What follows belongs to an exercise in optimizing a design on an open flow for small area and a short achievable clock period; a production flow would make more cautious choices.
Function was checked by simulation only, so behaviour that the tests miss may differ from the original.
No activity file was given, so power comes from the tool's default toggle rates.

## red
==> flow/design.v (excerpt) <==
module rdmx_control (
    input  logic                        clk,
    input  logic                        resetn,
    input  logic [40:0]                 reg_wr,
    output logic                        wr_done,
    output logic [1:0]                  wr_resp,
    input  logic [8:0]                  reg_rd_req,
    output logic [34:0]                 reg_rd,
    input  logic [2:0]                  events,
    input  logic [1:0]                  overflow,
    input  logic [2:0]                  async_status,
    input  logic [514:0]                stream,
    output logic [127:0]                pci,
    output logic                        loopback,
    output logic                        pause_pci,
    output logic                        resetn_out
);
For scale: about 1,700 cells after synthesis.
Settings: LEC_CHECK=0, CAP_MARGIN=20, CORE_MARGIN=2, CORE_UTILIZATION=40, CTS_BUF_LIST=sky130_fd_sc_hd__clkbuf_8, CTS_CLUSTER_DIAMETER=60, CTS_CLUSTER_SIZE=14, PLACE_DENSITY=0.45, SETUP_SLACK_MARGIN=2.7, SLEW_MARGIN=20, SYNTH_HIERARCHICAL=1, SYNTH_MINIMUM_KEEP_SIZE=0; clock period 5.0 ns.
standard.sh (not shown) runs the stock make flow with config.mk's settings and CLKGATE_MAP_FILE= SYNTH_SCRIPT=/design/flow/synth_recipe.tcl, a recipe that flattens the netlist after the stock synthesis.
==> flow/flow/run.sh <==
#!/bin/bash
# Standard layout, with every port buffered by the smallest buffer
# instead of the resizer's default pick (a delay cell on sky130hd).
set -euo pipefail
export BUFFER_PORTS_ARGS="-buffer_cell sky130_fd_sc_hd__buf_1"
bash standard.sh > standard_flow.log 2>&1
The following lists how blue was set up differently from red:
--- a/flow/config.mk
+++ b/flow/config.mk
@@ -14 +13,0 @@
-export PLACE_DENSITY = 0.45
@@ -18,0 +18 @@
+export TNS_END_PERCENT = 20
In blue, the core utilization came out 0.77 points below the value in red.
Against red as the reference, blue delivers a higher final critical-path share of the clock period.
red has a lower number of buffers created by CTS than blue.
Edits applied to the flow inputs when going from blue to green:
--- a/flow/config.mk
+++ b/flow/config.mk
@@ -18 +17,0 @@
-export TNS_END_PERCENT = 20
[summary]
Compared with blue, in green arrival time at the worst endpoint went down; final area went up; via count of the first global-routing pass went up; standby leakage power went up.
Final worst-path setup slack was higher in the run labelled green.
u_ctl_regs.pause_pci as the beginning of the critical path was reported by blue, and resetn by green.
Setup changes, green to orange
--- a/flow/config.mk
+++ b/flow/config.mk
@@ -14 +14 @@
-export SETUP_SLACK_MARGIN = 2.7
+export SETUP_SLACK_MARGIN = 2.8
orange went all the way through synthesis, placement and routing and the layout is clean on timing, DRC and antenna.
| cell count after synthesis | green vs orange | ≈ equal |
Total power density per cell area in orange vs green: down 4.5 nW/um^2
Relative contribution of the clock network to total power, orange and green: larger value in green
First-iteration DRC count is higher on orange
The wire length after detailed routing on green is in line with that on orange.
Sort orange and green by total power of the final layout asc -> top: green
Maximum operating frequency (lower): green
Setup changes, orange to purple
--- a/flow/config.mk
+++ b/flow/config.mk
@@ -12,3 +12,3 @@
-export CTS_CLUSTER_DIAMETER = 60
-export CTS_CLUSTER_SIZE = 14
-export SETUP_SLACK_MARGIN = 2.8
+export CTS_CLUSTER_DIAMETER = 70
+export CTS_CLUSTER_SIZE = 18
+export SETUP_SLACK_MARGIN = 2.7
Findings:
orange ended up with met5 as its uppermost metal layer occupied by signal nets; purple ended up with met4.
purple against orange: fraction of area in multi-input gates saw an increase; overall power consumption fell by about 2.7%.
Taking orange as the reference, in purple global-route usage over all layers higher, final cell area excluding filler cells lower, cell count lower.

========
Another version of the RTL of rdmx_control (not shown whole).
Size: about 740 I/O pins, ~17000 um^2 of cells after synthesis.
## rdmx_control
module rdmx_control (
    input  logic                        clk,
    input  logic                        resetn,
    input  logic [40:0]                 reg_wr,
    output logic                        wr_done,
    output logic [1:0]                  wr_resp,
    input  logic [8:0]                  reg_rd_req,
    output logic [34:0]                 reg_rd,
    input  logic [2:0]                  events,
    input  logic [1:0]                  overflow,
    input  logic [2:0]                  async_status,
    input  logic [514:0]                stream,
    output logic [127:0]                pci,
    output logic                        loopback,
    output logic                        pause_pci,
    output logic                        resetn_out
);
==> flow/config.mk <==
export PLATFORM = sky130hd
export DESIGN_NAME = rdmx_control
export DESIGN_NICKNAME = rdmx_control
export VERILOG_FILES = /design/flow/design.v
export SDC_FILE = /design/flow/constraint.sdc
export NUM_CORES = 4
export LEC_CHECK = 0
export CAP_MARGIN = 20
export CORE_MARGIN = 2
export CORE_UTILIZATION = 40
export CTS_BUF_LIST = sky130_fd_sc_hd__clkbuf_8
export CTS_CLUSTER_DIAMETER = 60
export CTS_CLUSTER_SIZE = 14
export SETUP_SLACK_MARGIN = 2.72
export SLEW_MARGIN = 20
export SYNTH_HIERARCHICAL = 1
export SYNTH_MINIMUM_KEEP_SIZE = 0
==> flow/constraint.sdc <==
create_clock -name core_clock -period 5.0 [get_ports {clk}]
set_input_delay 1.0000 -clock core_clock [delete_from_list [all_inputs] [get_ports {clk}]]
set_output_delay 1.0000 -clock core_clock [all_outputs]
set_load 0.01 [all_outputs]
Scripts as last shown in full above: flow/flow/run.sh
Then changed:
--- a/flow/flow/run.sh
+++ b/flow/flow/run.sh
@@ -3 +3,2 @@
-# instead of the resizer's default pick (a delay cell on sky130hd).
+# instead of the resizer's default pick (a delay cell on sky130hd), and
+# clock tree synthesis without dummy load cells.
@@ -5,0 +7 @@
+export CTS_ARGS="-sink_clustering_enable -repair_clock_nets -buf_list {sky130_fd_sc_hd__clkbuf_4 sky130_fd_sc_hd__clkbuf_8} -sink_clustering_size 14 -sink_clustering_max_diameter 60 -dont_use_dummy_load"
Settings changed: CTS_BUF_LIST sky130_fd_sc_hd__clkbuf_8 to sky130_fd_sc_hd__clkbuf_4 sky130_fd_sc_hd__clkbuf_8.
Effect:
- The changed run completed without violations
- clock power drops by about 24%
- total power drops by about 8%
- sequential cell count does not change
Then changed:
==> flow/flow/run.sh (replaced) <==
#!/bin/bash
# Standard layout, with every port buffered by the smallest buffer
# instead of the resizer's default pick (a delay cell on sky130hd).
set -euo pipefail
export BUFFER_PORTS_ARGS="-buffer_cell sky130_fd_sc_hd__buf_1"
bash standard.sh > standard_flow.log 2>&1
Settings changed: CTS_BUF_LIST sky130_fd_sc_hd__clkbuf_4 sky130_fd_sc_hd__clkbuf_8 to sky130_fd_sc_hd__clkbuf_8, SETUP_SLACK_MARGIN 2.72 to 2.75.
=> Routed wire length is about the same. Flip-flop and latch count is unchanged. Design area is higher by 2.1%. Count of clock-buffer cells in the layout grows by 4. Total power went up by about 8%. Worst setup slack loses 0.0063 ns. Via count came out lower by 0.51%. Clock skew falls by 0.041 ns.
Then changed:
--- a/flow/flow/run.sh
+++ b/flow/flow/run.sh
@@ -3 +3,4 @@
-# instead of the resizer's default pick (a delay cell on sky130hd).
+# instead of the resizer's default pick (a delay cell on sky130hd), clock
+# tree synthesis without dummy load cells, and synthesis's combinational
+# cells set back to drive strength 1 before floorplan (timing repair then
+# sizes up what it needs).
@@ -5,0 +9,2 @@
+export CTS_ARGS="-sink_clustering_enable -repair_clock_nets -buf_list sky130_fd_sc_hd__clkbuf_8 -sink_clustering_size 14 -sink_clustering_max_diameter 60 -dont_use_dummy_load"
+export PRE_FLOORPLAN_TCL="$PWD/flow/downsize.tcl"
==> flow/flow/downsize.tcl (new file) <==
# Sourced by the floorplan step right after the synthesized netlist is
# loaded: every combinational cell that synthesis mapped at a drive
# strength above 1 goes back to strength 1, so the timing repair that
# follows sizes up only what the timing needs. Flip-flops, buffers and
# tie cells keep their cells.
set db [ord::get_db]
set n 0
foreach inst [[ord::get_db_block] getInsts] {
  set master [$inst getMaster]
  set name [$master getName]
  if {![regexp {^(sky130_fd_sc_hd__)([a-z0-9]+)_([0-9]+)$} $name -> pfx base size]} { continue }
  if {$size <= 1} { continue }
  if {[regexp {^(df|edf|sdf|dl|buf|clk|inv|conb|tap|fill|decap|bufinv|dly|probe|lpflow|sdlclk|macro|ebuf|einv)} $base]} { continue }
  set small [$db findMaster "${pfx}${base}_1"]
  if {$small eq "NULL" || $small eq ""} { continue }
  if {[$inst swapMaster $small]} { incr n }
}
puts "downsize: $n combinational cells set to drive strength 1"
Settings changed: SETUP_SLACK_MARGIN 2.75 to 2.72.
=> Clock-buffer cell count goes down by 6; final cell count drops by 0.93%; worst setup slack got worse by 0.0049 ns; register-to-register slack barely changes; sequential power is about the same; synthesized area fell by 1.4%; via count went down by 0.33%; sequential cell count does not change; combinational power fell by about 10%; cell area is lower by 2.8%.
Then changed:
==> flow/flow/run.sh (replaced) <==
#!/bin/bash
# Standard layout, with every port buffered by the smallest buffer
# instead of the resizer's default pick (a delay cell on sky130hd), and
# clock tree synthesis without dummy load cells.
set -euo pipefail
export BUFFER_PORTS_ARGS="-buffer_cell sky130_fd_sc_hd__buf_1"
export CTS_ARGS="-sink_clustering_enable -repair_clock_nets -buf_list sky130_fd_sc_hd__clkbuf_8 -sink_clustering_size 14 -sink_clustering_max_diameter 60 -dont_use_dummy_load"
bash standard.sh > standard_flow.log 2>&1
Settings changed: SETUP_SLACK_MARGIN 2.72 to 2.75.
removed: flow/flow/downsize.tcl
Outcome: Wire length is lower by 0.75%; synthesized area is higher by 1.4%; setup slack gains 0.0081 ns; power is higher by 4.0%; core utilization is higher by 0.49 points; non-clock buffer count is lower by 2.

==> port drivers added, routing unchanged <==
How much do the figures lean on ideal ports? The routed layouts below were timed once more, with nothing changed but the port constraints.
Step 1 sets driving cells, clkbuf_16 on the clock port and buf_2 on the other inputs (assumed; they add their load-dependent delay and slew).
Step 2, shift: input delay + t, output delay - t, t = (earliest + latest rising clock arrival at the registers) / 2. This alone moves slack from input paths to output paths.
Three values: ideal ports, drivers, drivers and shift; two values: the first two.
| run | t (ns) | slack for setup (ns) | hold WS [ns] | worst data-port slew with drivers (ns) |
|---|---|---|---|---|
| red | 0.662 | 2.558 / 2.518 / 2.096 | 0.336 / 0.336 / 0.336 | 0.07 |
| blue | 0.665 | 2.548 / 2.501 / 1.950 | 0.336 / 0.336 / 0.336 | 0.09 |
| green | 0.679 | 2.647 / 2.588 / 2.052 | 0.336 / 0.336 / 0.336 | 0.09 |
| orange | 0.667 | 2.657 / 2.605 / 2.096 | 0.331 / 0.331 / 0.331 | 0.09 |
| purple | 0.710 | 2.647 / 2.585 / 2.014 | 0.339 / 0.339 / 0.339 | 0.10 |
| the first run of note 2 | 0.663 | 2.664 / 2.625 / 2.022 | 0.329 / 0.329 / 0.329 | 0.20 |
| the second run of note 2 | 0.627 | 2.675 / 2.637 / 2.110 | 0.322 / 0.322 / 0.322 | 0.20 |
| the third run of note 2 | 0.667 | 2.668 / 2.635 / 2.163 | 0.335 / 0.335 / 0.335 | 0.09 |
| the fourth run of note 2 | 0.649 | 2.663 / 2.622 / 2.094 | 0.334 / 0.334 / 0.334 | 0.08 |
| the fifth run of note 2 | 0.649 | 2.671 / 2.638 / 2.115 | 0.335 / 0.335 / 0.335 | 0.08 |
After both steps setup and hold are still met in every run listed. The setup slack of the first run of note 2, which loses most, moves by -0.039 ns with the drivers and by -0.642 ns with both steps.
